Context: an optimization exercise on an open-source flow, tuned for small area. The choices shown serve that exercise and are no tape-out recipe. Where RTL was checked, it was by simulation tests only, not by an equivalence proof against the original. Function not checked in run 2: the RTL went through the layout flow alone. Power figures rest on the tool's default switching activity, not on a simulated workload.

--- design/flow/flow/run.sh ---
#!/bin/bash
set -euo pipefail
export BUFFER_PORTS_ARGS="-buffer_cell sky130_fd_sc_hd__buf_1"
export CTS_ARGS="-sink_clustering_enable -repair_clock_nets -dont_use_dummy_load -sink_clustering_size 24 -sink_clustering_max_diameter 100"
bash standard.sh > flow_make.log 2>&1
--- design/flow/standard.sh ---
#!/bin/bash
# synth_recipe.tcl (not shown) runs the flow's synth.tcl, then flattens the netlist and writes it again
# the make line also repeats each setting of config.mk as NAME=value (left out here)
make -C /OpenROAD-flow-scripts/flow DESIGN_CONFIG=/design/flow/config.mk WORK_HOME=/design/flow/orfs CLKGATE_MAP_FILE= SYNTH_SCRIPT=/design/flow/synth_recipe.tcl "${@:-finish}"
--- design/flow/config.mk ---
export PLATFORM = sky130hd
export DESIGN_NAME = cam_if_top
export DESIGN_NICKNAME = cam_if_top
export VERILOG_FILES = /design/flow/design.v
export SDC_FILE = /design/flow/constraint.sdc
export NUM_CORES = 4
export LEC_CHECK = 0
export ABC_AREA = 1
export CAP_MARGIN = 20
export CORE_MARGIN = 2
export CORE_UTILIZATION = 60
export CTS_CLUSTER_DIAMETER = 100
export CTS_CLUSTER_SIZE = 24
export SLEW_MARGIN = 20
--- design/flow/constraint.sdc ---
create_clock -name core_clock -period 8.0 [get_ports {s_cam_clk_dft}]
set_input_delay 1.6000 -clock core_clock [delete_from_list [all_inputs] [get_ports {s_cam_clk_dft}]]
set_output_delay 1.6000 -clock core_clock [all_outputs]
set_load 0.01 [all_outputs]
--- design/flow/design.v ---
package cam_cfg_pkg;
    typedef enum logic [5-1:0] {
        REG_GLOB      = 0,
        REG_LL        = 1,
        REG_UR        = 2,
        REG_SIZE      = 3,
        REG_FILTER    = 4,
        REG_VSYNC_POL = 5,
        REG_STATUS    = 6    
    } cfg_addr_e;
    typedef logic [16-1:0]       cnt_t;
    typedef logic [8-1:0]     coeff_t;
    typedef logic [4-1:0]     shift_t;
    typedef logic [6-1:0] frdrop_t;
    typedef logic [31:0]                 cfg_word_t;
endpackage
package cam_pix_pkg;
    typedef enum logic [2:0] {
        RGB565 = 3'b000,
        RGB555 = 3'b001,
        RGB444 = 3'b010,
        BYP_LE = 3'b100,    
        BYP_BE = 3'b101
    } pix_format_e;
    typedef logic [8-1:0] pix_byte_t;
    typedef logic [7:0]             chan_t;
    typedef logic [16:0]            filt_t;    
    typedef logic [32-1:0] out_word_t;
endpackage
module cam_ge16 (
    input  logic [15:0] a,
    input  logic [15:0] b,
    output logic        ge
);
    logic [16:0] c;
    assign c[0] = 1'b1;
    for (genvar i = 0; i < 16; i++) begin : g_bit
        assign c[i+1] = (a[i] & ~b[i]) | (a[i] & c[i]) | (~b[i] & c[i]);
    end
    assign ge = c[16];
endmodule
module cam_filt_sum (
    input  logic [4:0]  s_r5,
    input  logic [4:0]  s_b5,
    input  logic [5:0]  s_g6,
    input  logic [7:0]  cr,
    input  logic [7:0]  cg,
    input  logic [7:0]  cb,
    output logic [14:0] s_sum
);
wire t_1 = s_r5[0] & cr[0];
wire t_2 = s_b5[0] & cb[0];
wire t_3 = s_r5[0] & cr[1];
wire t_4 = s_b5[0] & cb[1];
wire t_5 = s_r5[0] & cr[2];
wire t_6 = s_b5[0] & cb[2];
wire t_7 = s_r5[0] & cr[3];
wire t_8 = s_b5[0] & cb[3];
wire t_9 = s_r5[0] & cr[4];
wire t_10 = s_b5[0] & cb[4];
wire t_11 = s_r5[0] & cr[5];
wire t_12 = s_b5[0] & cb[5];
wire t_13 = s_r5[0] & cr[6];
wire t_14 = s_b5[0] & cb[6];
wire t_15 = s_r5[0] & cr[7];
wire t_16 = s_b5[0] & cb[7];
wire t_17 = s_r5[1] & cr[0];
wire t_18 = s_b5[1] & cb[0];
wire t_19 = s_r5[1] & cr[1];
wire t_20 = s_b5[1] & cb[1];
wire t_21 = s_r5[1] & cr[2];
wire t_22 = s_b5[1] & cb[2];
wire t_23 = s_r5[1] & cr[3];
wire t_24 = s_b5[1] & cb[3];
wire t_25 = s_r5[1] & cr[4];
wire t_26 = s_b5[1] & cb[4];
wire t_27 = s_r5[1] & cr[5];
wire t_28 = s_b5[1] & cb[5];
wire t_29 = s_r5[1] & cr[6];
wire t_30 = s_b5[1] & cb[6];
wire t_31 = s_r5[1] & cr[7];
wire t_32 = s_b5[1] & cb[7];
wire t_33 = s_r5[2] & cr[0];
wire t_34 = s_b5[2] & cb[0];
wire t_35 = s_r5[2] & cr[1];
wire t_36 = s_b5[2] & cb[1];
wire t_37 = s_r5[2] & cr[2];
wire t_38 = s_b5[2] & cb[2];
wire t_39 = s_r5[2] & cr[3];
wire t_40 = s_b5[2] & cb[3];
wire t_41 = s_r5[2] & cr[4];
wire t_42 = s_b5[2] & cb[4];
wire t_43 = s_r5[2] & cr[5];
wire t_44 = s_b5[2] & cb[5];
wire t_45 = s_r5[2] & cr[6];
wire t_46 = s_b5[2] & cb[6];
wire t_47 = s_r5[2] & cr[7];
wire t_48 = s_b5[2] & cb[7];
wire t_49 = s_r5[3] & cr[0];
wire t_50 = s_b5[3] & cb[0];
wire t_51 = s_r5[3] & cr[1];
wire t_52 = s_b5[3] & cb[1];
wire t_53 = s_r5[3] & cr[2];
wire t_54 = s_b5[3] & cb[2];
wire t_55 = s_r5[3] & cr[3];
wire t_56 = s_b5[3] & cb[3];
wire t_57 = s_r5[3] & cr[4];
wire t_58 = s_b5[3] & cb[4];
wire t_59 = s_r5[3] & cr[5];
wire t_60 = s_b5[3] & cb[5];
wire t_61 = s_r5[3] & cr[6];
wire t_62 = s_b5[3] & cb[6];
wire t_63 = s_r5[3] & cr[7];
wire t_64 = s_b5[3] & cb[7];
wire t_65 = s_r5[4] & cr[0];
wire t_66 = s_b5[4] & cb[0];
wire t_67 = s_r5[4] & cr[1];
wire t_68 = s_b5[4] & cb[1];
wire t_69 = s_r5[4] & cr[2];
wire t_70 = s_b5[4] & cb[2];
wire t_71 = s_r5[4] & cr[3];
wire t_72 = s_b5[4] & cb[3];
wire t_73 = s_r5[4] & cr[4];
wire t_74 = s_b5[4] & cb[4];
wire t_75 = s_r5[4] & cr[5];
wire t_76 = s_b5[4] & cb[5];
wire t_77 = s_r5[4] & cr[6];
wire t_78 = s_b5[4] & cb[6];
wire t_79 = s_r5[4] & cr[7];
wire t_80 = s_b5[4] & cb[7];
wire t_81 = s_g6[0] & cg[0];
wire t_82 = s_g6[0] & cg[1];
wire t_83 = s_g6[0] & cg[2];
wire t_84 = s_g6[0] & cg[3];
wire t_85 = s_g6[0] & cg[4];
wire t_86 = s_g6[0] & cg[5];
wire t_87 = s_g6[0] & cg[6];
wire t_88 = s_g6[0] & cg[7];
wire t_89 = s_g6[1] & cg[0];
wire t_90 = s_g6[1] & cg[1];
wire t_91 = s_g6[1] & cg[2];
wire t_92 = s_g6[1] & cg[3];
wire t_93 = s_g6[1] & cg[4];
wire t_94 = s_g6[1] & cg[5];
wire t_95 = s_g6[1] & cg[6];
wire t_96 = s_g6[1] & cg[7];
wire t_97 = s_g6[2] & cg[0];
wire t_98 = s_g6[2] & cg[1];
wire t_99 = s_g6[2] & cg[2];
wire t_100 = s_g6[2] & cg[3];
wire t_101 = s_g6[2] & cg[4];
wire t_102 = s_g6[2] & cg[5];
wire t_103 = s_g6[2] & cg[6];
wire t_104 = s_g6[2] & cg[7];
wire t_105 = s_g6[3] & cg[0];
wire t_106 = s_g6[3] & cg[1];
wire t_107 = s_g6[3] & cg[2];
wire t_108 = s_g6[3] & cg[3];
wire t_109 = s_g6[3] & cg[4];
wire t_110 = s_g6[3] & cg[5];
wire t_111 = s_g6[3] & cg[6];
wire t_112 = s_g6[3] & cg[7];
wire t_113 = s_g6[4] & cg[0];
wire t_114 = s_g6[4] & cg[1];
wire t_115 = s_g6[4] & cg[2];
wire t_116 = s_g6[4] & cg[3];
wire t_117 = s_g6[4] & cg[4];
wire t_118 = s_g6[4] & cg[5];
wire t_119 = s_g6[4] & cg[6];
wire t_120 = s_g6[4] & cg[7];
wire t_121 = s_g6[5] & cg[0];
wire t_122 = s_g6[5] & cg[1];
wire t_123 = s_g6[5] & cg[2];
wire t_124 = s_g6[5] & cg[3];
wire t_125 = s_g6[5] & cg[4];
wire t_126 = s_g6[5] & cg[5];
wire t_127 = s_g6[5] & cg[6];
wire t_128 = s_g6[5] & cg[7];
wire t_131 = t_9 ^ t_10;
wire t_129 = t_131 ^ t_23;
wire t_130 = (t_9 & t_10) | (t_131 & t_23);
wire t_132 = t_24 ^ t_37;
wire t_133 = t_24 & t_37;
wire t_136 = t_11 ^ t_12;
wire t_134 = t_136 ^ t_25;
wire t_135 = (t_11 & t_12) | (t_136 & t_25);
wire t_139 = t_26 ^ t_39;
wire t_137 = t_139 ^ t_40;
wire t_138 = (t_26 & t_39) | (t_139 & t_40);
wire t_140 = t_53 ^ t_54;
wire t_141 = t_53 & t_54;
wire t_144 = t_13 ^ t_14;
wire t_142 = t_144 ^ t_27;
wire t_143 = (t_13 & t_14) | (t_144 & t_27);
wire t_147 = t_28 ^ t_41;
wire t_145 = t_147 ^ t_42;
wire t_146 = (t_28 & t_41) | (t_147 & t_42);
wire t_150 = t_55 ^ t_56;
wire t_148 = t_150 ^ t_69;
wire t_149 = (t_55 & t_56) | (t_150 & t_69);
wire t_153 = t_15 ^ t_16;
wire t_151 = t_153 ^ t_29;
wire t_152 = (t_15 & t_16) | (t_153 & t_29);
wire t_156 = t_30 ^ t_43;
wire t_154 = t_156 ^ t_44;
wire t_155 = (t_30 & t_43) | (t_156 & t_44);
wire t_157 = t_57 ^ t_58;
wire t_158 = t_57 & t_58;
wire t_161 = t_31 ^ t_32;
wire t_159 = t_161 ^ t_45;
wire t_160 = (t_31 & t_32) | (t_161 & t_45);
wire t_162 = t_5 ^ t_6;
wire t_163 = t_5 & t_6;
wire t_166 = t_7 ^ t_8;
wire t_164 = t_166 ^ t_21;
wire t_165 = (t_7 & t_8) | (t_166 & t_21);
wire t_169 = t_22 ^ t_35;
wire t_167 = t_169 ^ t_36;
wire t_168 = (t_22 & t_35) | (t_169 & t_36);
wire t_170 = t_49 ^ t_50;
wire t_171 = t_49 & t_50;
wire t_174 = t_129 ^ t_132;
wire t_172 = t_174 ^ t_38;
wire t_173 = (t_129 & t_132) | (t_174 & t_38);
wire t_177 = t_51 ^ t_52;
wire t_175 = t_177 ^ t_65;
wire t_176 = (t_51 & t_52) | (t_177 & t_65);
wire t_180 = t_66 ^ t_86;
wire t_178 = t_180 ^ t_93;
wire t_179 = (t_66 & t_86) | (t_180 & t_93);
wire t_181 = t_100 ^ t_107;
wire t_182 = t_100 & t_107;
wire t_185 = t_130 ^ t_133;
wire t_183 = t_185 ^ t_134;
wire t_184 = (t_130 & t_133) | (t_185 & t_134);
wire t_188 = t_137 ^ t_140;
wire t_186 = t_188 ^ t_67;
wire t_187 = (t_137 & t_140) | (t_188 & t_67);
wire t_191 = t_68 ^ t_87;
wire t_189 = t_191 ^ t_94;
wire t_190 = (t_68 & t_87) | (t_191 & t_94);
wire t_194 = t_101 ^ t_108;
wire t_192 = t_194 ^ t_115;
wire t_193 = (t_101 & t_108) | (t_194 & t_115);
wire t_197 = t_135 ^ t_138;
wire t_195 = t_197 ^ t_141;
wire t_196 = (t_135 & t_138) | (t_197 & t_141);
wire t_200 = t_142 ^ t_145;
wire t_198 = t_200 ^ t_148;
wire t_199 = (t_142 & t_145) | (t_200 & t_148);
wire t_203 = t_70 ^ t_88;
wire t_201 = t_203 ^ t_95;
wire t_202 = (t_70 & t_88) | (t_203 & t_95);
wire t_206 = t_102 ^ t_109;
wire t_204 = t_206 ^ t_116;
wire t_205 = (t_102 & t_109) | (t_206 & t_116);
wire t_209 = t_143 ^ t_146;
wire t_207 = t_209 ^ t_149;
wire t_208 = (t_143 & t_146) | (t_209 & t_149);
wire t_212 = t_151 ^ t_154;
wire t_210 = t_212 ^ t_157;
wire t_211 = (t_151 & t_154) | (t_212 & t_157);
wire t_215 = t_71 ^ t_72;
wire t_213 = t_215 ^ t_96;
wire t_214 = (t_71 & t_72) | (t_215 & t_96);
wire t_218 = t_103 ^ t_110;
wire t_216 = t_218 ^ t_117;
wire t_217 = (t_103 & t_110) | (t_218 & t_117);
wire t_221 = t_152 ^ t_155;
wire t_219 = t_221 ^ t_158;
wire t_220 = (t_152 & t_155) | (t_221 & t_158);
wire t_224 = t_159 ^ t_46;
wire t_222 = t_224 ^ t_59;
wire t_223 = (t_159 & t_46) | (t_224 & t_59);
wire t_227 = t_60 ^ t_73;
wire t_225 = t_227 ^ t_74;
wire t_226 = (t_60 & t_73) | (t_227 & t_74);
wire t_230 = t_104 ^ t_111;
wire t_228 = t_230 ^ t_118;
wire t_229 = (t_104 & t_111) | (t_230 & t_118);
wire t_233 = t_160 ^ t_47;
wire t_231 = t_233 ^ t_48;
wire t_232 = (t_160 & t_47) | (t_233 & t_48);
wire t_236 = t_61 ^ t_62;
wire t_234 = t_236 ^ t_75;
wire t_235 = (t_61 & t_62) | (t_236 & t_75);
wire t_237 = t_76 ^ t_112;
wire t_238 = t_76 & t_112;
wire t_239 = t_3 ^ t_4;
wire t_240 = t_3 & t_4;
wire t_243 = t_162 ^ t_19;
wire t_241 = t_243 ^ t_20;
wire t_242 = (t_162 & t_19) | (t_243 & t_20);
wire t_246 = t_33 ^ t_34;
wire t_244 = t_246 ^ t_84;
wire t_245 = (t_33 & t_34) | (t_246 & t_84);
wire t_249 = t_163 ^ t_164;
wire t_247 = t_249 ^ t_167;
wire t_248 = (t_163 & t_164) | (t_249 & t_167);
wire t_252 = t_170 ^ t_85;
wire t_250 = t_252 ^ t_92;
wire t_251 = (t_170 & t_85) | (t_252 & t_92);
wire t_253 = t_99 ^ t_106;
wire t_254 = t_99 & t_106;
wire t_257 = t_165 ^ t_168;
wire t_255 = t_257 ^ t_171;
wire t_256 = (t_165 & t_168) | (t_257 & t_171);
wire t_260 = t_172 ^ t_175;
wire t_258 = t_260 ^ t_178;
wire t_259 = (t_172 & t_175) | (t_260 & t_178);
wire t_263 = t_181 ^ t_114;
wire t_261 = t_263 ^ t_121;
wire t_262 = (t_181 & t_114) | (t_263 & t_121);
wire t_266 = t_173 ^ t_176;
wire t_264 = t_266 ^ t_179;
wire t_265 = (t_173 & t_176) | (t_266 & t_179);
wire t_269 = t_182 ^ t_183;
wire t_267 = t_269 ^ t_186;
wire t_268 = (t_182 & t_183) | (t_269 & t_186);
wire t_272 = t_189 ^ t_192;
wire t_270 = t_272 ^ t_122;
wire t_271 = (t_189 & t_192) | (t_272 & t_122);
wire t_275 = t_184 ^ t_187;
wire t_273 = t_275 ^ t_190;
wire t_274 = (t_184 & t_187) | (t_275 & t_190);
wire t_278 = t_193 ^ t_195;
wire t_276 = t_278 ^ t_198;
wire t_277 = (t_193 & t_195) | (t_278 & t_198);
wire t_281 = t_201 ^ t_204;
wire t_279 = t_281 ^ t_123;
wire t_280 = (t_201 & t_204) | (t_281 & t_123);
wire t_284 = t_196 ^ t_199;
wire t_282 = t_284 ^ t_202;
wire t_283 = (t_196 & t_199) | (t_284 & t_202);
wire t_287 = t_205 ^ t_207;
wire t_285 = t_287 ^ t_210;
wire t_286 = (t_205 & t_207) | (t_287 & t_210);
wire t_290 = t_213 ^ t_216;
wire t_288 = t_290 ^ t_124;
wire t_289 = (t_213 & t_216) | (t_290 & t_124);
wire t_293 = t_208 ^ t_211;
wire t_291 = t_293 ^ t_214;
wire t_292 = (t_208 & t_211) | (t_293 & t_214);
wire t_296 = t_217 ^ t_219;
wire t_294 = t_296 ^ t_222;
wire t_295 = (t_217 & t_219) | (t_296 & t_222);
wire t_299 = t_225 ^ t_228;
wire t_297 = t_299 ^ t_125;
wire t_298 = (t_225 & t_228) | (t_299 & t_125);
wire t_302 = t_220 ^ t_223;
wire t_300 = t_302 ^ t_226;
wire t_301 = (t_220 & t_223) | (t_302 & t_226);
wire t_305 = t_229 ^ t_231;
wire t_303 = t_305 ^ t_234;
wire t_304 = (t_229 & t_231) | (t_305 & t_234);
wire t_308 = t_237 ^ t_119;
wire t_306 = t_308 ^ t_126;
wire t_307 = (t_237 & t_119) | (t_308 & t_126);
wire t_311 = t_232 ^ t_235;
wire t_309 = t_311 ^ t_238;
wire t_310 = (t_232 & t_235) | (t_311 & t_238);
wire t_314 = t_63 ^ t_64;
wire t_312 = t_314 ^ t_77;
wire t_313 = (t_63 & t_64) | (t_314 & t_77);
wire t_317 = t_78 ^ t_120;
wire t_315 = t_317 ^ t_127;
wire t_316 = (t_78 & t_120) | (t_317 & t_127);
wire t_320 = t_239 ^ t_17;
wire t_318 = t_320 ^ t_18;
wire t_319 = (t_239 & t_17) | (t_320 & t_18);
wire t_323 = t_240 ^ t_241;
wire t_321 = t_323 ^ t_244;
wire t_322 = (t_240 & t_241) | (t_323 & t_244);
wire t_324 = t_91 ^ t_98;
wire t_325 = t_91 & t_98;
wire t_328 = t_242 ^ t_245;
wire t_326 = t_328 ^ t_247;
wire t_327 = (t_242 & t_245) | (t_328 & t_247);
wire t_331 = t_250 ^ t_253;
wire t_329 = t_331 ^ t_113;
wire t_330 = (t_250 & t_253) | (t_331 & t_113);
wire t_334 = t_248 ^ t_251;
wire t_332 = t_334 ^ t_254;
wire t_333 = (t_248 & t_251) | (t_334 & t_254);
wire t_337 = t_255 ^ t_258;
wire t_335 = t_337 ^ t_261;
wire t_336 = (t_255 & t_258) | (t_337 & t_261);
wire t_340 = t_256 ^ t_259;
wire t_338 = t_340 ^ t_262;
wire t_339 = (t_256 & t_259) | (t_340 & t_262);
wire t_343 = t_264 ^ t_267;
wire t_341 = t_343 ^ t_270;
wire t_342 = (t_264 & t_267) | (t_343 & t_270);
wire t_346 = t_265 ^ t_268;
wire t_344 = t_346 ^ t_271;
wire t_345 = (t_265 & t_268) | (t_346 & t_271);
wire t_349 = t_273 ^ t_276;
wire t_347 = t_349 ^ t_279;
wire t_348 = (t_273 & t_276) | (t_349 & t_279);
wire t_352 = t_274 ^ t_277;
wire t_350 = t_352 ^ t_280;
wire t_351 = (t_274 & t_277) | (t_352 & t_280);
wire t_355 = t_282 ^ t_285;
wire t_353 = t_355 ^ t_288;
wire t_354 = (t_282 & t_285) | (t_355 & t_288);
wire t_358 = t_283 ^ t_286;
wire t_356 = t_358 ^ t_289;
wire t_357 = (t_283 & t_286) | (t_358 & t_289);
wire t_361 = t_291 ^ t_294;
wire t_359 = t_361 ^ t_297;
wire t_360 = (t_291 & t_294) | (t_361 & t_297);
wire t_364 = t_292 ^ t_295;
wire t_362 = t_364 ^ t_298;
wire t_363 = (t_292 & t_295) | (t_364 & t_298);
wire t_367 = t_300 ^ t_303;
wire t_365 = t_367 ^ t_306;
wire t_366 = (t_300 & t_303) | (t_367 & t_306);
wire t_370 = t_301 ^ t_304;
wire t_368 = t_370 ^ t_307;
wire t_369 = (t_301 & t_304) | (t_370 & t_307);
wire t_373 = t_309 ^ t_312;
wire t_371 = t_373 ^ t_315;
wire t_372 = (t_309 & t_312) | (t_373 & t_315);
wire t_376 = t_310 ^ t_313;
wire t_374 = t_376 ^ t_316;
wire t_375 = (t_310 & t_313) | (t_376 & t_316);
wire t_379 = t_79 ^ t_80;
wire t_377 = t_379 ^ t_128;
wire t_378 = (t_79 & t_80) | (t_379 & t_128);
wire t_380 = t_1 ^ t_2;
wire t_381 = t_1 & t_2;
wire t_384 = t_318 ^ t_83;
wire t_382 = t_384 ^ t_90;
wire t_383 = (t_318 & t_83) | (t_384 & t_90);
wire t_387 = t_319 ^ t_321;
wire t_385 = t_387 ^ t_324;
wire t_386 = (t_319 & t_321) | (t_387 & t_324);
wire t_390 = t_322 ^ t_325;
wire t_388 = t_390 ^ t_326;
wire t_389 = (t_322 & t_325) | (t_390 & t_326);
wire t_393 = t_327 ^ t_330;
wire t_391 = t_393 ^ t_332;
wire t_392 = (t_327 & t_330) | (t_393 & t_332);
wire t_396 = t_333 ^ t_336;
wire t_394 = t_396 ^ t_338;
wire t_395 = (t_333 & t_336) | (t_396 & t_338);
wire t_399 = t_339 ^ t_342;
wire t_397 = t_399 ^ t_344;
wire t_398 = (t_339 & t_342) | (t_399 & t_344);
wire t_402 = t_345 ^ t_348;
wire t_400 = t_402 ^ t_350;
wire t_401 = (t_345 & t_348) | (t_402 & t_350);
wire t_405 = t_351 ^ t_354;
wire t_403 = t_405 ^ t_356;
wire t_404 = (t_351 & t_354) | (t_405 & t_356);
wire t_408 = t_357 ^ t_360;
wire t_406 = t_408 ^ t_362;
wire t_407 = (t_357 & t_360) | (t_408 & t_362);
wire t_411 = t_363 ^ t_366;
wire t_409 = t_411 ^ t_368;
wire t_410 = (t_363 & t_366) | (t_411 & t_368);
wire t_414 = t_369 ^ t_372;
wire t_412 = t_414 ^ t_374;
wire t_413 = (t_369 & t_372) | (t_414 & t_374);
wire t_415 = t_380 ^ t_82;
wire t_416 = t_380 & t_82;
wire t_419 = t_381 ^ t_382;
wire t_417 = t_419 ^ t_97;
wire t_418 = (t_381 & t_382) | (t_419 & t_97);
wire t_422 = t_383 ^ t_385;
wire t_420 = t_422 ^ t_105;
wire t_421 = (t_383 & t_385) | (t_422 & t_105);
wire t_425 = t_386 ^ t_388;
wire t_423 = t_425 ^ t_329;
wire t_424 = (t_386 & t_388) | (t_425 & t_329);
wire t_428 = t_389 ^ t_391;
wire t_426 = t_428 ^ t_335;
wire t_427 = (t_389 & t_391) | (t_428 & t_335);
wire t_431 = t_392 ^ t_394;
wire t_429 = t_431 ^ t_341;
wire t_430 = (t_392 & t_394) | (t_431 & t_341);
wire t_434 = t_395 ^ t_397;
wire t_432 = t_434 ^ t_347;
wire t_433 = (t_395 & t_397) | (t_434 & t_347);
wire t_437 = t_398 ^ t_400;
wire t_435 = t_437 ^ t_353;
wire t_436 = (t_398 & t_400) | (t_437 & t_353);
wire t_440 = t_401 ^ t_403;
wire t_438 = t_440 ^ t_359;
wire t_439 = (t_401 & t_403) | (t_440 & t_359);
wire t_443 = t_404 ^ t_406;
wire t_441 = t_443 ^ t_365;
wire t_442 = (t_404 & t_406) | (t_443 & t_365);
wire t_446 = t_407 ^ t_409;
wire t_444 = t_446 ^ t_371;
wire t_445 = (t_407 & t_409) | (t_446 & t_371);
wire t_449 = t_410 ^ t_412;
wire t_447 = t_449 ^ t_377;
wire t_448 = (t_410 & t_412) | (t_449 & t_377);
wire t_452 = t_413 ^ t_375;
wire t_450 = t_452 ^ t_378;
wire t_451 = (t_413 & t_375) | (t_452 & t_378);
wire t_453 = t_415 ^ t_89;
wire t_454 = t_415 & t_89;
wire t_457 = t_416 ^ t_417;
wire t_455 = t_457 ^ t_454;
wire t_456 = (t_416 & t_417) | (t_457 & t_454);
wire t_460 = t_418 ^ t_420;
wire t_458 = t_460 ^ t_456;
wire t_459 = (t_418 & t_420) | (t_460 & t_456);
wire t_463 = t_421 ^ t_423;
wire t_461 = t_463 ^ t_459;
wire t_462 = (t_421 & t_423) | (t_463 & t_459);
wire t_466 = t_424 ^ t_426;
wire t_464 = t_466 ^ t_462;
wire t_465 = (t_424 & t_426) | (t_466 & t_462);
wire t_469 = t_427 ^ t_429;
wire t_467 = t_469 ^ t_465;
wire t_468 = (t_427 & t_429) | (t_469 & t_465);
wire t_472 = t_430 ^ t_432;
wire t_470 = t_472 ^ t_468;
wire t_471 = (t_430 & t_432) | (t_472 & t_468);
wire t_475 = t_433 ^ t_435;
wire t_473 = t_475 ^ t_471;
wire t_474 = (t_433 & t_435) | (t_475 & t_471);
wire t_478 = t_436 ^ t_438;
wire t_476 = t_478 ^ t_474;
wire t_477 = (t_436 & t_438) | (t_478 & t_474);
wire t_481 = t_439 ^ t_441;
wire t_479 = t_481 ^ t_477;
wire t_480 = (t_439 & t_441) | (t_481 & t_477);
wire t_484 = t_442 ^ t_444;
wire t_482 = t_484 ^ t_480;
wire t_483 = (t_442 & t_444) | (t_484 & t_480);
wire t_487 = t_445 ^ t_447;
wire t_485 = t_487 ^ t_483;
wire t_486 = (t_445 & t_447) | (t_487 & t_483);
wire t_490 = t_448 ^ t_450;
wire t_488 = t_490 ^ t_486;
wire t_489 = (t_448 & t_450) | (t_490 & t_486);
wire t_491 = t_451 ^ t_489;
wire t_492 = t_451 & t_489;
assign s_sum = {t_491, t_488, t_485, t_482, t_479, t_476, t_473, t_470, t_467, t_464, t_461, t_458, t_455, t_453, t_81};
endmodule
module cam_if_top (
    input  logic                   s_cam_clk_dft,
    input  logic                   rstn_i,
    input  logic                   cfg_valid_i,
    input  logic                   cfg_rwn_i,
    input  cam_cfg_pkg::cfg_addr_e cfg_addr_i,
    input  cam_cfg_pkg::cfg_word_t cfg_data_i,
    output cam_cfg_pkg::cfg_word_t cfg_data_o,
    output logic                   cfg_ready_o,
    input  cam_pix_pkg::pix_byte_t cam_data_i,
    input  logic                   cam_hsync_i,
    input  logic                   cam_vsync_i,
    output cam_pix_pkg::out_word_t data_o,
    output logic                   data_valid_o,
    input  logic                   data_ready_i,
    output logic                   frame_evt_o
);
    logic [31:0] r_glob;
    logic [31:0] r_ll;
    logic [31:0] r_ur;
    logic [31:0] r_size;
    logic [31:0] r_filter;
    logic        r_vsync_pol;
    logic [2:0]  r_rsel;      
    logic [15:0] r_dcl;       
    logic        s_wr;
    assign s_wr = cfg_valid_i & ~cfg_rwn_i;
    always_ff @(posedge s_cam_clk_dft or negedge rstn_i) begin
        if (!rstn_i) begin
            r_glob      <= '0;
            r_ll        <= '0;
            r_ur        <= '0;
            r_size      <= '0;
            r_filter    <= '0;
            r_vsync_pol <= 1'b0;
        end else if (s_wr) begin
            case (cfg_addr_i)
                5'd0: r_glob      <= cfg_data_i;
                5'd1: r_ll        <= cfg_data_i;
                5'd2: r_ur        <= cfg_data_i;
                5'd3: r_size      <= cfg_data_i;
                5'd4: r_filter    <= cfg_data_i;
                5'd5: r_vsync_pol <= cfg_data_i[0];
                default: ;
            endcase
        end
    end
    always_ff @(posedge s_cam_clk_dft or negedge rstn_i) begin
        if (!rstn_i) begin
            cfg_ready_o <= 1'b0;
            r_rsel      <= 3'd0;
        end else begin
            cfg_ready_o <= cfg_valid_i;
            if (cfg_valid_i && cfg_rwn_i && cfg_addr_i[4:3] == 2'b00 && cfg_addr_i[2:0] != 3'd7)
                r_rsel <= (cfg_addr_i[2:0] == 3'd0) ? 3'd7 : cfg_addr_i[2:0];
            else
                r_rsel <= 3'd0;
        end
    end
    always_comb begin
        case (r_rsel)
            3'd7:    cfg_data_o = r_glob;
            3'd1:    cfg_data_o = r_ll;
            3'd2:    cfg_data_o = r_ur;
            3'd3:    cfg_data_o = r_size;
            3'd4:    cfg_data_o = r_filter;
            3'd5:    cfg_data_o = {31'b0, r_vsync_pol};
            3'd6:    cfg_data_o = {16'b0, r_dcl};
            default: cfg_data_o = '0;
        endcase
    end
    logic        capture_en;
    logic        r_vsync;
    logic        r_cap_d;     
    logic        r_enable;
    logic [5:0]  r_framecnt;
    logic        r_lsb_ph;    
    logic [7:0]  r_data_msb;
    logic [15:0] r_col;
    logic [15:0] r_row;
    logic        s_vsync, s_sof, s_eof, s_second, s_in_window, s_pair_valid, s_flush;
    assign capture_en = r_glob[31];
    assign s_flush    = ~r_cap_d;
    assign s_vsync    = r_vsync_pol ? ~cam_vsync_i : cam_vsync_i;
    assign s_sof      = s_vsync & ~r_vsync;
    assign s_eof      = ~s_vsync & r_vsync;
    assign s_second   = cam_hsync_i & r_enable & r_lsb_ph;
    always_ff @(posedge s_cam_clk_dft or negedge rstn_i) begin
        if (!rstn_i) begin
            r_vsync     <= 1'b0;
            frame_evt_o <= 1'b0;
            r_cap_d     <= 1'b0;
            r_enable    <= 1'b0;
            r_framecnt  <= '0;
            r_lsb_ph    <= 1'b0;
        end else begin
            r_vsync     <= s_vsync;
            frame_evt_o <= s_eof;
            r_cap_d     <= capture_en;
            if (s_sof)
                r_enable <= capture_en;
            else if (!capture_en)
                r_enable <= 1'b0;
            if (!capture_en)
                r_framecnt <= '0;
            else if (s_sof && r_enable) begin
                if (!r_glob[0] || r_framecnt == r_glob[6:1])
                    r_framecnt <= '0;
                else
                    r_framecnt <= r_framecnt + 1'b1;
            end
            r_lsb_ph <= r_enable & cam_hsync_i & ~r_lsb_ph;
        end
    end
    always_ff @(posedge s_cam_clk_dft) begin
        if (cam_hsync_i && r_enable && !r_lsb_ph)
            r_data_msb <= cam_data_i;
    end
    always_ff @(posedge s_cam_clk_dft or negedge rstn_i) begin
        if (!rstn_i) begin
            r_col <= '0;
            r_row <= '0;
        end else if (s_sof || !capture_en) begin
            r_col <= '0;
            r_row <= '0;
        end else if (s_second && r_glob[7]) begin
            if (r_col == r_size[31:16]) begin
                r_col <= '0;
                r_row <= r_row + 1'b1;
            end else begin
                r_col <= r_col + 1'b1;
            end
        end
    end
    logic s_row_ge, s_row_le, s_col_ge, s_col_le;
    cam_ge16 i_row_ge (.a(r_row),       .b(r_ll[31:16]), .ge(s_row_ge));
    cam_ge16 i_row_le (.a(r_ur[31:16]), .b(r_row),       .ge(s_row_le));
    cam_ge16 i_col_ge (.a(r_col),       .b(r_ll[15:0]),  .ge(s_col_ge));
    cam_ge16 i_col_le (.a(r_ur[15:0]),  .b(r_col),       .ge(s_col_le));
    assign s_in_window = !r_glob[7] || (s_row_ge && s_row_le && s_col_ge && s_col_le);
    assign s_pair_valid = s_second && (r_framecnt == '0) && s_in_window;
    logic [14:0] r_px;
    logic        r_rgbv, r_bypv, r_filtv, r_wv;
    logic [7:0]  s_m, s_l;
    logic [1:0]  s_f;
    logic [4:0]  s_r5, s_b5;
    logic [5:0]  s_g6;
    logic [14:0] s_sum;
    logic [16:0] s_full_sum;
    logic [15:0] s_filt_word, s_byp_word, s_wdata;
    logic [3:0]  s_shift;
    assign s_m = r_data_msb;
    assign s_l = r_px[7:0];
    assign s_f = r_px[9:8];
    always_comb begin
        s_r5 = '0;
        s_g6 = '0;
        s_b5 = '0;
        case (s_f)
            2'd0: begin
                s_r5 = s_m[7:3];
                s_g6 = {s_m[2:0], s_l[7:5]};
                s_b5 = s_l[4:0];
            end
            2'd1: begin
                s_r5 = s_m[6:2];
                s_g6 = {s_m[1:0], s_l[7:5], 1'b0};
                s_b5 = s_l[4:0];
            end
            2'd2: begin
                s_r5 = {s_m[3:0], 1'b0};
                s_g6 = {s_l[7:4], 2'b00};
                s_b5 = {s_l[3:0], 1'b0};
            end
            default: ;
        endcase
    end
    cam_filt_sum i_filt_sum (
        .s_r5  ( s_r5            ),
        .s_b5  ( s_b5            ),
        .s_g6  ( s_g6            ),
        .cr    ( r_filter[23:16] ),
        .cg    ( r_filter[15:8]  ),
        .cb    ( r_filter[7:0]   ),
        .s_sum ( s_sum           )
    );
    always_ff @(posedge s_cam_clk_dft) begin
        if (s_pair_valid)
            r_px <= {5'b0, r_glob[9:8], cam_data_i};
        else
            r_px <= s_sum;
    end
    always_ff @(posedge s_cam_clk_dft or negedge rstn_i) begin
        if (!rstn_i) begin
            r_rgbv  <= 1'b0;
            r_bypv  <= 1'b0;
            r_filtv <= 1'b0;
            r_wv    <= 1'b0;
        end else begin
            r_rgbv  <= s_pair_valid & ~r_glob[10];
            r_bypv  <= s_pair_valid & r_glob[10];
            r_filtv <= r_rgbv;
            r_wv    <= r_filtv | r_bypv;
        end
    end
    assign s_shift     = r_glob[14:11];
    assign s_full_sum  = {r_px, 2'b00};
    assign s_filt_word = (s_shift > 4'd9) ? s_full_sum[15:0] : 16'(s_full_sum >> s_shift);
    assign s_byp_word  = (s_f == 2'd1) ? {s_l, s_m} : {s_m, s_l};
    assign s_wdata     = r_filtv ? s_filt_word : s_byp_word;
    logic [15:0] mem [4];
    logic [1:0]  r_wr_ptr, r_rd_ptr;
    logic [2:0]  r_count;
    logic        s_full, s_push, s_pop;
    logic [1:0]  s_wr_ptr_n;
    logic [2:0]  s_count_n;
    logic        r_inc_d, r_clr_d;
    assign s_full       = r_count[2];
    assign s_push       = r_wv & ~s_full;
    assign data_valid_o = (r_count != 3'd0);
    assign s_pop        = data_valid_o & data_ready_i;
    assign data_o       = {16'b0, mem[r_rd_ptr]};
    assign s_wr_ptr_n = s_flush ? 2'd0 : r_wr_ptr + {1'b0, s_push};
    assign s_count_n  = s_flush ? 3'd0 : r_count + {2'b0, s_push} - {2'b0, s_pop};
    always_ff @(posedge s_cam_clk_dft or negedge rstn_i) begin
        if (!rstn_i) begin
            r_wr_ptr <= '0;
            r_rd_ptr <= '0;
            r_count  <= '0;
        end else begin
            r_wr_ptr <= s_wr_ptr_n;
            r_count  <= s_count_n;
            if (s_flush)
                r_rd_ptr <= '0;
            else if (s_pop)
                r_rd_ptr <= r_rd_ptr + 1'b1;
        end
    end
    always_ff @(posedge s_cam_clk_dft) begin
        if ((r_filtv | r_bypv) && !s_count_n[2])
            mem[s_wr_ptr_n] <= s_wdata;
    end
    always_ff @(posedge s_cam_clk_dft or negedge rstn_i) begin
        if (!rstn_i) begin
            r_inc_d <= 1'b0;
            r_clr_d <= 1'b0;
            r_dcl   <= '0;
        end else begin
            r_inc_d <= r_wv & s_full;
            r_clr_d <= s_flush;
            if (r_clr_d)
                r_dcl <= '0;
            else if (r_inc_d && r_dcl != 16'hffff)
                r_dcl <= r_dcl + 1'b1;
        end
    end
endmodule
==> results of run 1 <==
==> layout by cell type (no fill, tap or decap), types with 6 or more instances in the layout <==
cell type,netlist,layout
sky130_fd_sc_hd__a211oi_1,10,10
sky130_fd_sc_hd__a21oi_1,41,41
sky130_fd_sc_hd__a221oi_1,29,29
sky130_fd_sc_hd__a31oi_1,13,13
sky130_fd_sc_hd__buf_1,5,101
sky130_fd_sc_hd__buf_4,16,60
sky130_fd_sc_hd__clkbuf_16,0,18
sky130_fd_sc_hd__conb_1,1,16
sky130_fd_sc_hd__dfrtp_1,237,237
sky130_fd_sc_hd__dfxtp_1,15,14
sky130_fd_sc_hd__edfxtp_1,72,72
sky130_fd_sc_hd__fa_1,113,105
sky130_fd_sc_hd__fa_2,0,8
sky130_fd_sc_hd__ha_1,21,21
sky130_fd_sc_hd__inv_1,443,443
sky130_fd_sc_hd__inv_2,9,9
sky130_fd_sc_hd__nand2_1,538,538
sky130_fd_sc_hd__nand3_1,45,43
sky130_fd_sc_hd__nand4_1,16,16
sky130_fd_sc_hd__nor2_1,165,161
sky130_fd_sc_hd__nor3_1,42,35
sky130_fd_sc_hd__nor3_2,2,8
sky130_fd_sc_hd__nor4_1,10,9
sky130_fd_sc_hd__o2111ai_1,6,6
sky130_fd_sc_hd__o211ai_1,12,12
sky130_fd_sc_hd__o21ai_0,303,303
sky130_fd_sc_hd__o221ai_1,18,17
sky130_fd_sc_hd__o22ai_1,69,69
sky130_fd_sc_hd__xor2_1,12,12
==> metal layers <==
metal	share of wire, %	global-route usage (%)
met5	0	0
met3	6.8	3.46
met1	41	46.4
met2	48	58.2
met4	3.6	11.6
==> how the worst min path moves through the flow <==
stage           start  endpoint  slack (ps)  cells past startpoint
2_1_floorplan  r_rgbv   r_filtv         330                      0
3_3_place_gp   r_rgbv   r_filtv         340                      0
3_5_place_dp   r_rgbv   r_filtv         340                      0
4_1_cts        r_rgbv   r_filtv         360                      0
5_1_grt        r_rgbv   r_filtv         370                      0
6_report       r_rgbv   r_filtv         360                      0
==> power by group <==
group | leakage, nW | switching (W) | internal [W] | total [W]
Clock | 0.222 | 0.000516 | 0.000403 | 0.000920
Combinational | 5.22 | 0.00114 | 0.000640 | 0.00178
Sequential | 3.98 | 0.000174 | 0.00188 | 0.00206
==> final cells by class <==
class	count	area, um^2
well taps	442	553
fillers	2813	11100
inverters	455	1710
repair buffers	164	868
flip-flops and latches	324	8400
clock buffers	18	450
multi-input cells	1534	9340
diodes	1	2.50
==> sequential cells by signal, summed over array words and instances (netlist names), 32 cells and up <==
register and cells:
r_filter 32, r_ll 32, r_glob 32, mem 64
r_size 32, r_ur 32
==> synth_stat cells, drive strengths merged, types with 12 or more instances <==
cell type,number,area (um^2)
fa,113,2260
dfxtp,15,300
edfxtp,72,2160
xor2,13,121
clkbuf,68,255
o211ai,12,90.1
o221ai,18,158
buf,26,183
a31oi,13,81.3
nor3,45,246
dfrtp,237,5930
nand3,45,225
ha,21,263
o22ai,70,444
inv,452,1700
nor2,168,638
a21oi,41,205
nand2,545,2070
a221oi,29,254
nand4,16,100
o21ai,307,1550
==> logic make-up after synthesis <==
group / after synthesis
adder cells (fa/ha/maj): 134
AND/OR/NAND/NOR: 838
buffers and inverters: 549
XOR/XNOR: 17
multiplexers: 3
flip-flops: 324
other: 1
AO/OA/AOI/OAI: 526
==> critical path: cells and delay by family (launching register included) <==
| family | cells | cell delay (ps) |
|---|---|---|
| fa+ha+maj | 16 | 6340 |
| buf+inv | 6 | 450 |
| simple gates | 3 | 180 |
| xor+xnor | 1 | 160 |
| flops | 1 | 340 |
| compound gates | 2 | 140 |
==> what timing repair did <==
item | 4_1_cts | 5_1_grt
resized for setup | 6 | 6
setup buffers | 2 | 0
pin swaps | 0 | 2
setup endpoints to repair | 2 | 2
==> metrics by stage <==
step	util [%]	setup TNS, ps	total power (W)	hold WS (ps)	cells
6_report	65.7	0	0.00476	361	2938
5_1_grt	65.7	0	0.00507	368	2937
4_1_cts	65.6	0	0.00475	362	2936
3_5_place_dp	64.1	-460	0.00383	341	2916
3_3_place_gp	64.1	-161	0.00379	337	2915
2_1_floorplan	-	0	0.00314	331	2407
==> out/metrics.cfg, run 1 <==
[run_status]
outcome = no timing/DRC/antenna violations

[critical_path]
ff2ff_path_depth = 28
path_max_fanout = 3
critical_path_type = reg2reg
cp_slowest_cell = sky130_fd_sc_hd__fa_1
critical_path.reg2reg.startpoint = r_px[8]
crit_path_end = r_px[14]
timing.critical_path.to_type = flip-flop
rrSetupSlack_ps = 250
max_stage_delay_ps = 520
cp.arrival_ps = 8090
critical_path.reg2reg.endpoint = r_px[14]
critPathLaunchType = flip-flop
timing.critical_path.required_ps = 8340
cp-startpoint = r_px[8]
timing.critical_path.mode_cell = sky130_fd_sc_hd__fa_2

[global_route]
number_of_antenna_violations_at_the_first_check_in_global_routing = 1
global_route.usage.total_pct = 34.3
grt_pass1_wl_mm = 89.9
grt.overflow.total = 0
maximum_number_of_pins_on_one_net_before_global_route_repair = 139
grt_pass1_vias = 16400

[cts]
clock_sinks = 324
clk_transition_reported_paths_ps = 90
worstSkewPairLatency_ps = 540
clockRootBuffer = sky130_fd_sc_hd__clkbuf_16
cts_hold_repair.buffers = 0
cts-buffers-inserted = 18
cts_max_path_buffers = 3
cts_tree = done
cts-htree-levels = 1

[placed_design]
finalWeightedCongestion = 0.956
placement.io_buffers = 102
place_hpwl_mm = 44.1
cell_area_reported_after_detailed_placement_um2 = 20800
post-place-ws_ps = -240

[yosys]
yosysWarningCount = 1
synth.lib_cells_used.distinct = 53
synth_mux_area_share_pct = 0.152
synth-compound-area-share_pct = 15.5
post_synth_inst_count = 2392
yosys.area_share.simple_pct = 17.3
synth_enable_flop_cells = 72
synth_xor_area_share_pct = 0.793
postSynthAreaPerCell_um2 = 8.24
postSynth.topFlopCell = sky130_fd_sc_hd__dfrtp_1
syn-cell-area_um2 = 19700
asyncSetResetFlopFracSynth_pct = 73.1
dominant_combinational_cell_family_by_area_after_synthesis = simple AND/OR/NAND/NOR gates
synth_adder_area_share_pct = 12.8
synth-seq-cells = 324
seq_area_frac_synth_pct = 42.6

[power]
static_leakage_nw = 9.42
power.ir.vdd_worst_mv = 0.196
power_per_cell_area_nw_per_um2 = 223

[hold_path]
worst_hold_path_type = reg2reg

[floorplan]
starting_density_of_the_core_pct = 60.8
core_region_area_um2 = 32500
design.portCount = 119
fp-row-count = 66
floorplan.die.width_um = 185
die_h_um = 185
fp.dieArea_um2 = 34300

[job]
cap_violations = 0

[timing]
setup_viol = 0
timing_worst_slew_pin_value_ps = 1020
worst_slack_ps = 249
grt_setup_unrepaired = no
slew-limit-headroom_pct = 32.0
timing.final.crit_period_ps = 7750
final-hold-violation-count = 0
achievable-frequency_mhz = 129
count_of_final_max_slew_check_failures = 0
skew_ps = 82.6
fin_crit_sh_pct = 96.9

[detailed_routing]
wl_per_cell_um = 19.7
drt_pass1_iterations = 6
drt_drc_violations_left = 0
wirelength_mm = 58.0
vias_per_cell = 5.75
first_iter_violations = 1673
detailroute.via_count = 16900
postRouteAntennaNets = 0

[final_layout]
net_total_in_the_final_layout = 2683
area_delta_synth_final_pct = 8.12
stdcell_area_um2 = 21300
share_of_layout_cells_above_drive_strength_1_pct = 5.45

==> inputs of run 2 (changes only) <==
--- a/design/flow/design.v
+++ b/design/flow/design.v
@@ -688,3 +688,3 @@
     logic [7:0]  s_m, s_l;
-    logic [1:0]  s_f;
+    logic [2:0]  s_f;         
     logic [4:0]  s_r5, s_b5;
@@ -697,3 +697,3 @@
     assign s_l = r_px[7:0];
-    assign s_f = r_px[9:8];
+    assign s_f = r_px[10:8];
     always_comb begin
@@ -702,20 +702,17 @@
         s_b5 = '0;
-        case (s_f)
-            2'd0: begin
-                s_r5 = s_m[7:3];
-                s_g6 = {s_m[2:0], s_l[7:5]};
-                s_b5 = s_l[4:0];
-            end
-            2'd1: begin
-                s_r5 = s_m[6:2];
-                s_g6 = {s_m[1:0], s_l[7:5], 1'b0};
-                s_b5 = s_l[4:0];
-            end
-            2'd2: begin
-                s_r5 = {s_m[3:0], 1'b0};
-                s_g6 = {s_l[7:4], 2'b00};
-                s_b5 = {s_l[3:0], 1'b0};
-            end
-            default: ;
-        endcase
+        if (s_f[0]) begin
+            s_r5 = s_m[7:3];
+            s_g6 = {s_m[2:0], s_l[7:5]};
+            s_b5 = s_l[4:0];
+        end
+        if (s_f[1]) begin
+            s_r5 = s_m[6:2];
+            s_g6 = {s_m[1:0], s_l[7:5], 1'b0};
+            s_b5 = s_l[4:0];
+        end
+        if (s_f[2]) begin
+            s_r5 = {s_m[3:0], 1'b0};
+            s_g6 = {s_l[7:4], 2'b00};
+            s_b5 = {s_l[3:0], 1'b0};
+        end
     end
@@ -732,3 +729,3 @@
         if (s_pair_valid)
-            r_px <= {5'b0, r_glob[9:8], cam_data_i};
+            r_px <= {4'b0, r_glob[9:8] == 2'd2, r_glob[9:8] == 2'd1, r_glob[9:8] == 2'd0, cam_data_i};
         else
@@ -752,3 +749,3 @@
     assign s_filt_word = (s_shift > 4'd9) ? s_full_sum[15:0] : 16'(s_full_sum >> s_shift);
-    assign s_byp_word  = (s_f == 2'd1) ? {s_l, s_m} : {s_m, s_l};
+    assign s_byp_word  = s_f[1] ? {s_l, s_m} : {s_m, s_l};
     assign s_wdata     = r_filtv ? s_filt_word : s_byp_word;
==> design/flow/run.sh (new file) <==
#!/bin/bash
# synth_recipe.tcl (not shown) runs the flow's synth.tcl, then flattens the netlist and writes it again
# the make line also repeats each setting of config.mk as NAME=value (left out here)
make -C /OpenROAD-flow-scripts/flow DESIGN_CONFIG=/design/flow/config.mk WORK_HOME=/design/flow/orfs CLKGATE_MAP_FILE= SYNTH_SCRIPT=/design/flow/synth_recipe.tcl finish
removed: design/flow/flow/run.sh
removed: design/flow/standard.sh
==> out/metrics.cfg, run 2 <==
[run_status]
outcome = no timing/DRC/antenna violations

[detailed_routing]
drt_drc_violations_left = 0
first_iter_violations = 1673
wl_per_cell_um = 20.5
drt_pass1_iterations = 6
wirelength_mm = 59.5
detailroute.via_count = 17000
vias_per_cell = 5.84
postRouteAntennaNets = 0

[critical_path]
timing.critical_path.to_type = flip-flop
path_max_fanout = 10
cp.buffers_inverters = 6
cp.arrival_ps = 8190
rrSetupSlack_ps = 260
critical_path_type = reg2reg
timing.critical_path.required_ps = 8450
cp_top_family = adder cells
ff2ff_path_depth = 26
cp-startpoint = r_px[9]
critical_path.reg2reg.endpoint = r_px[13]
max_stage_delay_ps = 530
cp_slowest_cell = sky130_fd_sc_hd__fa_2
critical_path.reg2reg.startpoint = r_px[9]
critPathLaunchType = flip-flop
timing.critical_path.mode_cell = sky130_fd_sc_hd__fa_2

[yosys]
synth_common_cells = 462 x sky130_fd_sc_hd__nand2_1, 403 x sky130_fd_sc_hd__inv_1, 295 x sky130_fd_sc_hd__o21ai_0
synth.largest_area_cell = sky130_fd_sc_hd__dfrtp_1
synth_top_area_share_pct = 30.2
syn-cell-area_um2 = 19600
synth_adder_area_share_pct = 12.9
yosys.cell_count.top_type = sky130_fd_sc_hd__nand2_1
yosysWarningCount = 1
synth_mux_area_share_pct = 0.357
synth-compound-area-share_pct = 15.9
yosys-top-cells-area = sky130_fd_sc_hd__dfrtp_1 30%, sky130_fd_sc_hd__fa_1 12%, sky130_fd_sc_hd__edfxtp_1 11%, sky130_fd_sc_hd__nand2_1 8.8%, sky130_fd_sc_hd__inv_1 7.7%
dominant_combinational_cell_family_by_area_after_synthesis = simple AND/OR/NAND/NOR gates
postSynth.topFlopCell = sky130_fd_sc_hd__dfrtp_1
synth_xor_area_share_pct = 1.15
synth.lib_cells_used.distinct = 55
synth-seq-cells = 324
seq_area_frac_synth_pct = 42.7
synth_enable_flop_cells = 72
post_synth_inst_count = 2342
postSynthAreaPerCell_um2 = 8.38
yosys.area_share.simple_pct = 16.8
asyncSetResetFlopFracSynth_pct = 73.1

[timing]
setup_viol = 0
achievable-frequency_mhz = 129
timing_worst_slew_pin_value_ps = 1050
fin_crit_sh_pct = 96.8
final-hold-violation-count = 0
count_of_final_max_slew_check_failures = 0
slew-limit-headroom_pct = 30.1
grt_setup_unrepaired = no
skew_ps = 26.6
timing.final.crit_period_ps = 7740

[cts]
clk_transition_reported_paths_ps = 100
cts_tree = done
clockRootBuffer = sky130_fd_sc_hd__clkbuf_16
cts-buffers-inserted = 17
cts-htree-levels = 1
clock_sinks = 324
cts_hold_repair.buffers = 0
cts_setup_buffers = 0
cts_max_path_buffers = 3
worstSkewPairLatency_ps = 530

[power]
static_leakage_nw = 9.33
power_per_cell_area_nw_per_um2 = 189
power.ir.vdd_worst_mv = 0.165

[global_route]
global_route.usage.total_pct = 35.6
grt.overflow.total = 0
grt_pass1_vias = 16600
number_of_antenna_violations_at_the_first_check_in_global_routing = 1
grt_pass1_wl_mm = 92.6
maximum_number_of_pins_on_one_net_before_global_route_repair = 92

[final_layout]
mostFrequentLayoutCells = 462 x sky130_fd_sc_hd__nand2_1, 402 x sky130_fd_sc_hd__inv_1, 293 x sky130_fd_sc_hd__o21ai_0, 237 x sky130_fd_sc_hd__dfrtp_1, 225 x sky130_fd_sc_hd__nor2_1
net_total_in_the_final_layout = 2642
area_delta_synth_final_pct = 12.2
flip_flop_count_of_the_largest_register_after_layout = 64
stdcell_count = 2906
share_of_layout_cells_above_drive_strength_1_pct = 6.50
regArea_um2 = 8400
top_register = mem
postLayoutCoreUtil_pct = 68.1
fillCellCount = 2682
multi_input_area_um2 = 9420
final_common_cell = sky130_fd_sc_hd__nand2_1

[hold_path]
hp-start = r_rgbv
hold_path_cell_cnt = 0
min_delay_worst_endpoint = r_filtv
worst_hold_path_type = reg2reg

[placed_design]
placement.io_buffers = 102
place_hpwl_mm = 45.1
dpl.cell_count = 2879
finalWeightedCongestion = 0.971

[floorplan]
die_h_um = 185
fp-row-count = 66
floorplan.die.width_um = 185
design.portCount = 119
fp.dieArea_um2 = 34200
core_region_area_um2 = 32400
starting_density_of_the_core_pct = 60.7

[job]
cap_violations = 0

[run 2: changes by cell type after synthesis, sizes merged, moves of 7 or more]
cell    change
nor2       +61
o22ai      +11
nor3        -8
xor2       +10
o221ai      -7
nand3       -7
inv        -40
a22oi      +15
nand2      -75
[run 2: cell families (layout without fill, tap and decap cells)]
family,count (synthesis),in the layout
compound gates,532,532
xor+xnor,25,25
fa+ha+maj,134,134
buf+inv,507,611
flops,324,324
mux,7,7
other cells,1,19
simple gates,812,812
[run 2: metrics by stage]
step | hold WS, ps | area [um^2] | setup TNS (ps) | setup slack, ps | power (W)
final | 364 | 22000 | 0 | 256 | 0.00416
after global routing | 368 | 22000 | 0 | 31.2 | 0.00436
after CTS | 364 | 22000 | 0 | 3.12 | 0.00414
after detailed placement | 343 | 21400 | -275 | -143 | 0.00313
after global placement | 331 | 21400 | -91.0 | -58.5 | 0.00311
after floorplan | 331 | 19700 | 0 | 24.0 | 0.00264
[run 2: worst max path at each step]
| stage | endpoint | cells past startpoint |
|---|---|---|
| detailed placement | r_px[14] | 27 |
| global route | r_px[13] | 26 |
| floorplan | r_px[14] | 28 |
| global placement | r_px[14] | 27 |
| CTS | r_px[14] | 27 |
| finish | r_px[13] | 26 |
[run 2: final cells by class]
cell class                 count  area share (%)
inverter                     413            7.06
timing repair buffer         174            7.13
clock inverter                 3           0.312
clock buffer                  21            2.10
tap                          442            2.51
sequential                   324            38.1
multi-input combinational   1526            42.8
antenna                        3          0.0341
[run 2: repair_timing]
| item | 4_1_cts | 5_1_grt |
|---|---|---|
| pin swaps | 1 | 5 |
| hold endpoints to repair | 0 | 0 |
| resized for setup | 6 | 15 |
| gates cloned | 0 | 0 |
| setup endpoints to repair | 2 | 2 |
[run 2: report_power, final]
group,switching (W),internal (W)
Clock,0.000540,0.000478
Sequential,0.000150,0.00184
Combinational,0.000748,0.000404
Total,0.00144,0.00273
[run 2: metal layers]
layer | GRT usage, % | up-vias | part of all wire [%]
li1 | - | 7807 | -
met1 | 48.1 | 8208 | 41
met2 | 58.8 | 804 | 48
met3 | 4.44 | 160 | 7.4
met4 | 14.0 | 0 | 4.0
met5 | 0 | - | 0
==> inputs of run 3 (changes only) <==
--- a/design/flow/design.v
+++ b/design/flow/design.v
@@ -502,43 +502,5 @@
 wire t_451 = (t_413 & t_375) | (t_452 & t_378);
-wire t_453 = t_415 ^ t_89;
-wire t_454 = t_415 & t_89;
-wire t_457 = t_416 ^ t_417;
-wire t_455 = t_457 ^ t_454;
-wire t_456 = (t_416 & t_417) | (t_457 & t_454);
-wire t_460 = t_418 ^ t_420;
-wire t_458 = t_460 ^ t_456;
-wire t_459 = (t_418 & t_420) | (t_460 & t_456);
-wire t_463 = t_421 ^ t_423;
-wire t_461 = t_463 ^ t_459;
-wire t_462 = (t_421 & t_423) | (t_463 & t_459);
-wire t_466 = t_424 ^ t_426;
-wire t_464 = t_466 ^ t_462;
-wire t_465 = (t_424 & t_426) | (t_466 & t_462);
-wire t_469 = t_427 ^ t_429;
-wire t_467 = t_469 ^ t_465;
-wire t_468 = (t_427 & t_429) | (t_469 & t_465);
-wire t_472 = t_430 ^ t_432;
-wire t_470 = t_472 ^ t_468;
-wire t_471 = (t_430 & t_432) | (t_472 & t_468);
-wire t_475 = t_433 ^ t_435;
-wire t_473 = t_475 ^ t_471;
-wire t_474 = (t_433 & t_435) | (t_475 & t_471);
-wire t_478 = t_436 ^ t_438;
-wire t_476 = t_478 ^ t_474;
-wire t_477 = (t_436 & t_438) | (t_478 & t_474);
-wire t_481 = t_439 ^ t_441;
-wire t_479 = t_481 ^ t_477;
-wire t_480 = (t_439 & t_441) | (t_481 & t_477);
-wire t_484 = t_442 ^ t_444;
-wire t_482 = t_484 ^ t_480;
-wire t_483 = (t_442 & t_444) | (t_484 & t_480);
-wire t_487 = t_445 ^ t_447;
-wire t_485 = t_487 ^ t_483;
-wire t_486 = (t_445 & t_447) | (t_487 & t_483);
-wire t_490 = t_448 ^ t_450;
-wire t_488 = t_490 ^ t_486;
-wire t_489 = (t_448 & t_450) | (t_490 & t_486);
-wire t_491 = t_451 ^ t_489;
-wire t_492 = t_451 & t_489;
-assign s_sum = {t_491, t_488, t_485, t_482, t_479, t_476, t_473, t_470, t_467, t_464, t_461, t_458, t_455, t_453, t_81};
+wire [14:0] row_a = {t_451, t_448, t_445, t_442, t_439, t_436, t_433, t_430, t_427, t_424, t_421, t_418, t_416, t_415, t_81};
+wire [14:0] row_b = {1'b0, t_450, t_447, t_444, t_441, t_438, t_435, t_432, t_429, t_426, t_423, t_420, t_417, t_89, 1'b0};
+assign s_sum = (row_a + row_b);
 endmodule
==> out/metrics.cfg, run 3 <==
[run_status]
outcome = no timing/DRC/antenna violations

[job]
cap_violations = 0

[yosys]
postSynth.topFlopCell = sky130_fd_sc_hd__dfrtp_1
yosys.area_share.simple_pct = 17.8
synth_common_cells = 483 x sky130_fd_sc_hd__nand2_1, 388 x sky130_fd_sc_hd__inv_1, 288 x sky130_fd_sc_hd__o21ai_0
asyncSetResetFlopFracSynth_pct = 73.1
synth_mux_area_share_pct = 0.354
yosysWarningCount = 1
synth.largest_area_cell = sky130_fd_sc_hd__dfrtp_1
synth_adder_area_share_pct = 12.4
synth_enable_flop_cells = 72
postSynthAreaPerCell_um2 = 8.25
seq_area_frac_synth_pct = 42.4
dominant_combinational_cell_family_by_area_after_synthesis = simple AND/OR/NAND/NOR gates
synth_xor_area_share_pct = 1.59
syn-cell-area_um2 = 19800
synth-compound-area-share_pct = 15.7
yosys-top-cells-area = sky130_fd_sc_hd__dfrtp_1 30%, sky130_fd_sc_hd__edfxtp_1 11%, sky130_fd_sc_hd__fa_1 10%, sky130_fd_sc_hd__nand2_1 9.1%, sky130_fd_sc_hd__inv_1 7.3%
synth-seq-cells = 324
post_synth_inst_count = 2403
synth.lib_cells_used.distinct = 53
synth_top_area_share_pct = 29.9
yosys.cell_count.top_type = sky130_fd_sc_hd__nand2_1

[floorplan]
core_region_area_um2 = 32500
fp-row-count = 66
starting_density_of_the_core_pct = 60.9
floorplan.die.width_um = 186
fp.dieArea_um2 = 34500
die_h_um = 186
design.portCount = 119

[placed_design]
place_hpwl_mm = 43.1
finalWeightedCongestion = 0.972
post-place-ws_ps = 1080
placement.io_buffers = 102

[power]
power_per_cell_area_nw_per_um2 = 189
static_leakage_nw = 9.30
power.ir.vdd_worst_mv = 0.153

[cts]
cts-buffers-inserted = 18
clk_transition_reported_paths_ps = 100
cts_repair_resize_count = 0
cts_setup_buffers = 0
worstSkewPairLatency_ps = 540
clockRootBuffer = sky130_fd_sc_hd__clkbuf_16
cts_max_path_buffers = 3
clock_sinks = 324
cts-htree-levels = 1
cts_hold_repair.buffers = 0
cts_tree = done

[detailed_routing]
vias_per_cell = 5.90
detailroute.via_count = 17200
wl_per_cell_um = 20.1
drt_pass1_iterations = 6
wirelength_mm = 58.5
postRouteAntennaNets = 0
first_iter_violations = 1747
drt_drc_violations_left = 0

[global_route]
global_route.usage.total_pct = 34.8
maximum_number_of_pins_on_one_net_before_global_route_repair = 86
grt_pass1_wl_mm = 91.8
grt.overflow.total = 0
grt_pass1_vias = 16700
number_of_antenna_violations_at_the_first_check_in_global_routing = 1

[final_layout]
multi_input_area_um2 = 9590
net_total_in_the_final_layout = 2651
area_delta_synth_final_pct = 9.74
share_of_layout_cells_above_drive_strength_1_pct = 3.24
fillCellCount = 2720
mostFrequentLayoutCells = 483 x sky130_fd_sc_hd__nand2_1, 388 x sky130_fd_sc_hd__inv_1, 288 x sky130_fd_sc_hd__o21ai_0, 237 x sky130_fd_sc_hd__dfrtp_1, 236 x sky130_fd_sc_hd__nor2_1
flip_flop_count_of_the_largest_register_after_layout = 64
top_register = mem
final_common_cell = sky130_fd_sc_hd__nand2_1
num_antenna_cells = 0
regArea_um2 = 8390

[timing]
fin_crit_sh_pct = 88.0
post_route_setup_tns_ps = 0
worst_slack_ps = 963
count_of_final_max_slew_check_failures = 0
timing_worst_slew_pin_value_ps = 1090
achievable-frequency_mhz = 142
grt_setup_unrepaired = no
slew-limit-headroom_pct = 27.1
timing.final.crit_period_ps = 7040
setup_viol = 0
skew_ps = 40.4
final-hold-violation-count = 0

[critical_path]
critPathLaunchType = flip-flop
max_stage_delay_ps = 700
cp-startpoint = r_px[9]
timing.critical_path.required_ps = 8410
timing.critical_path.mode_cell = sky130_fd_sc_hd__inv_1
cp_slowest_cell = sky130_fd_sc_hd__a21oi_1
critical_path.reg2reg.startpoint = r_px[9]
timing.critical_path.to_type = flip-flop
path_max_fanout = 22
critical_path_type = reg2reg
cp.arrival_ps = 7440

[hold_path]
worst_hold_path_type = reg2reg
hp-start = r_rgbv

## run 3: cell types whose count changed in the layout (fill, tap and decap cells not counted), sizes merged, moves of 12 or more
cell / change
nand3: +14
buf: -52
o22ai: -23
nor3: +14
nand2: +14
ha: +12
## run 3: kinds of logic (layout without fill, tap and decap cells)
kind of cell / Yosys count / count (layout)
buf+inv: 497 / 548
other cells: 1 / 16
xor+xnor: 36 / 36
flops: 324 / 324
mux: 7 / 7
fa+ha+maj: 135 / 135
compound gates: 535 / 535
simple gates: 868 / 868
## run 3: routing by layer
layer,routed length (um),global-route usage (%),vias to the layer above
li1,-,-,7921
met1,23900,46.5,8392
met2,28300,58.8,717
met3,3970,4.01,135
met4,2310,12.7,0
met5,0,0,-
## run 3: area by class of cell
type                            instances  share of cell area, %
Multi-Input combinational cell       1597                   44.1
Sequential cell                       324                   38.6
Inverter                              401                   6.92
Timing Repair Buffer                  122                   5.43
Tap cell                              442                   2.54
Clock buffer                           21                   2.12
Clock inverter                          4                  0.270
## run 3: final timing paths
path | to | slack, ps | cells after the start
max reg2reg | r_px[13] | 960 | 28
min | r_filtv | 360 | 0
min in group asynchronous | r_framecnt[3] | 1030 | 1
min reg2reg | r_filtv | 360 | 0
max in group asynchronous | r_col[9] | 5580 | 2
max | r_px[13] | 960 | 28
## run 3: report_power, final
part / total [W] / internal [W] / switching [W] / leakage (nW)
combinational: 0.00110 / 0.000359 / 0.000740 / 5.10
sequential: 0.00200 / 0.00184 / 0.000160 / 3.94
clock: 0.00100 / 0.000429 / 0.000571 / 0.254
## run 3: per-stage QoR
| stage | util (%) | hold WS [ps] | cells | power (W) | cell area [um^2] |
|---|---|---|---|---|---|
| final | 66.8 | 357 | 2911 | 0.00410 | 21700 |
| after global routing | 66.8 | 375 | 2911 | 0.00433 | 21700 |
| after CTS | 66.8 | 361 | 2911 | 0.00410 | 21700 |
| after detailed placement | 65.2 | 338 | 2886 | 0.00311 | 21200 |
| after global placement | 65.2 | 334 | 2886 | 0.00308 | 21200 |
| after floorplan | - | 331 | 2418 | 0.00271 | 19900 |
## run 3: worst max-delay path, delay by kind of cell (launching register included)
family / cells / cell delay (ps)
xor+xnor: 1 / 120
fa+ha+maj: 6 / 2920
simple gates: 6 / 650
compound gates: 7 / 1890
buf+inv: 8 / 1040
flops: 1 / 320

==> static timing again, ports no longer ideal <==
No port has a modelled driver above. Below, the same layouts with a new extraction and two added sets of constraints. Step 1 assumes that a clkbuf_16 drives the clock port and a buf_2 every other input. Step 2 moves the port delays by t, midway between the first and last clock arrival at a register: inputs arrive t later, outputs are due t later. That takes back most of the time a late clock gives input paths. Slacks: ideal ports / drivers / drivers and shift; pairs: ideal ports / drivers.
| run | t (ns) | setup slack, ns | clock arrival spread, ns | slew at the worst register clock pin (ns) | worst data-port slew with drivers (ns) |
|---|---|---|---|---|---|
| run 1 | 0.556 | 0.249 / 0.249 / 0.249 | 0.083 / 0.082 | 0.10 / 0.10 | 0.04 |
| run 2 | 0.573 | 0.256 / 0.256 / 0.256 | 0.027 / 0.027 | 0.10 / 0.10 | 0.05 |
| run 3 | 0.580 | 0.963 / 0.963 / 0.963 | 0.040 / 0.040 | 0.10 / 0.10 | 0.06 |
After both steps setup and hold are still met in every run listed.
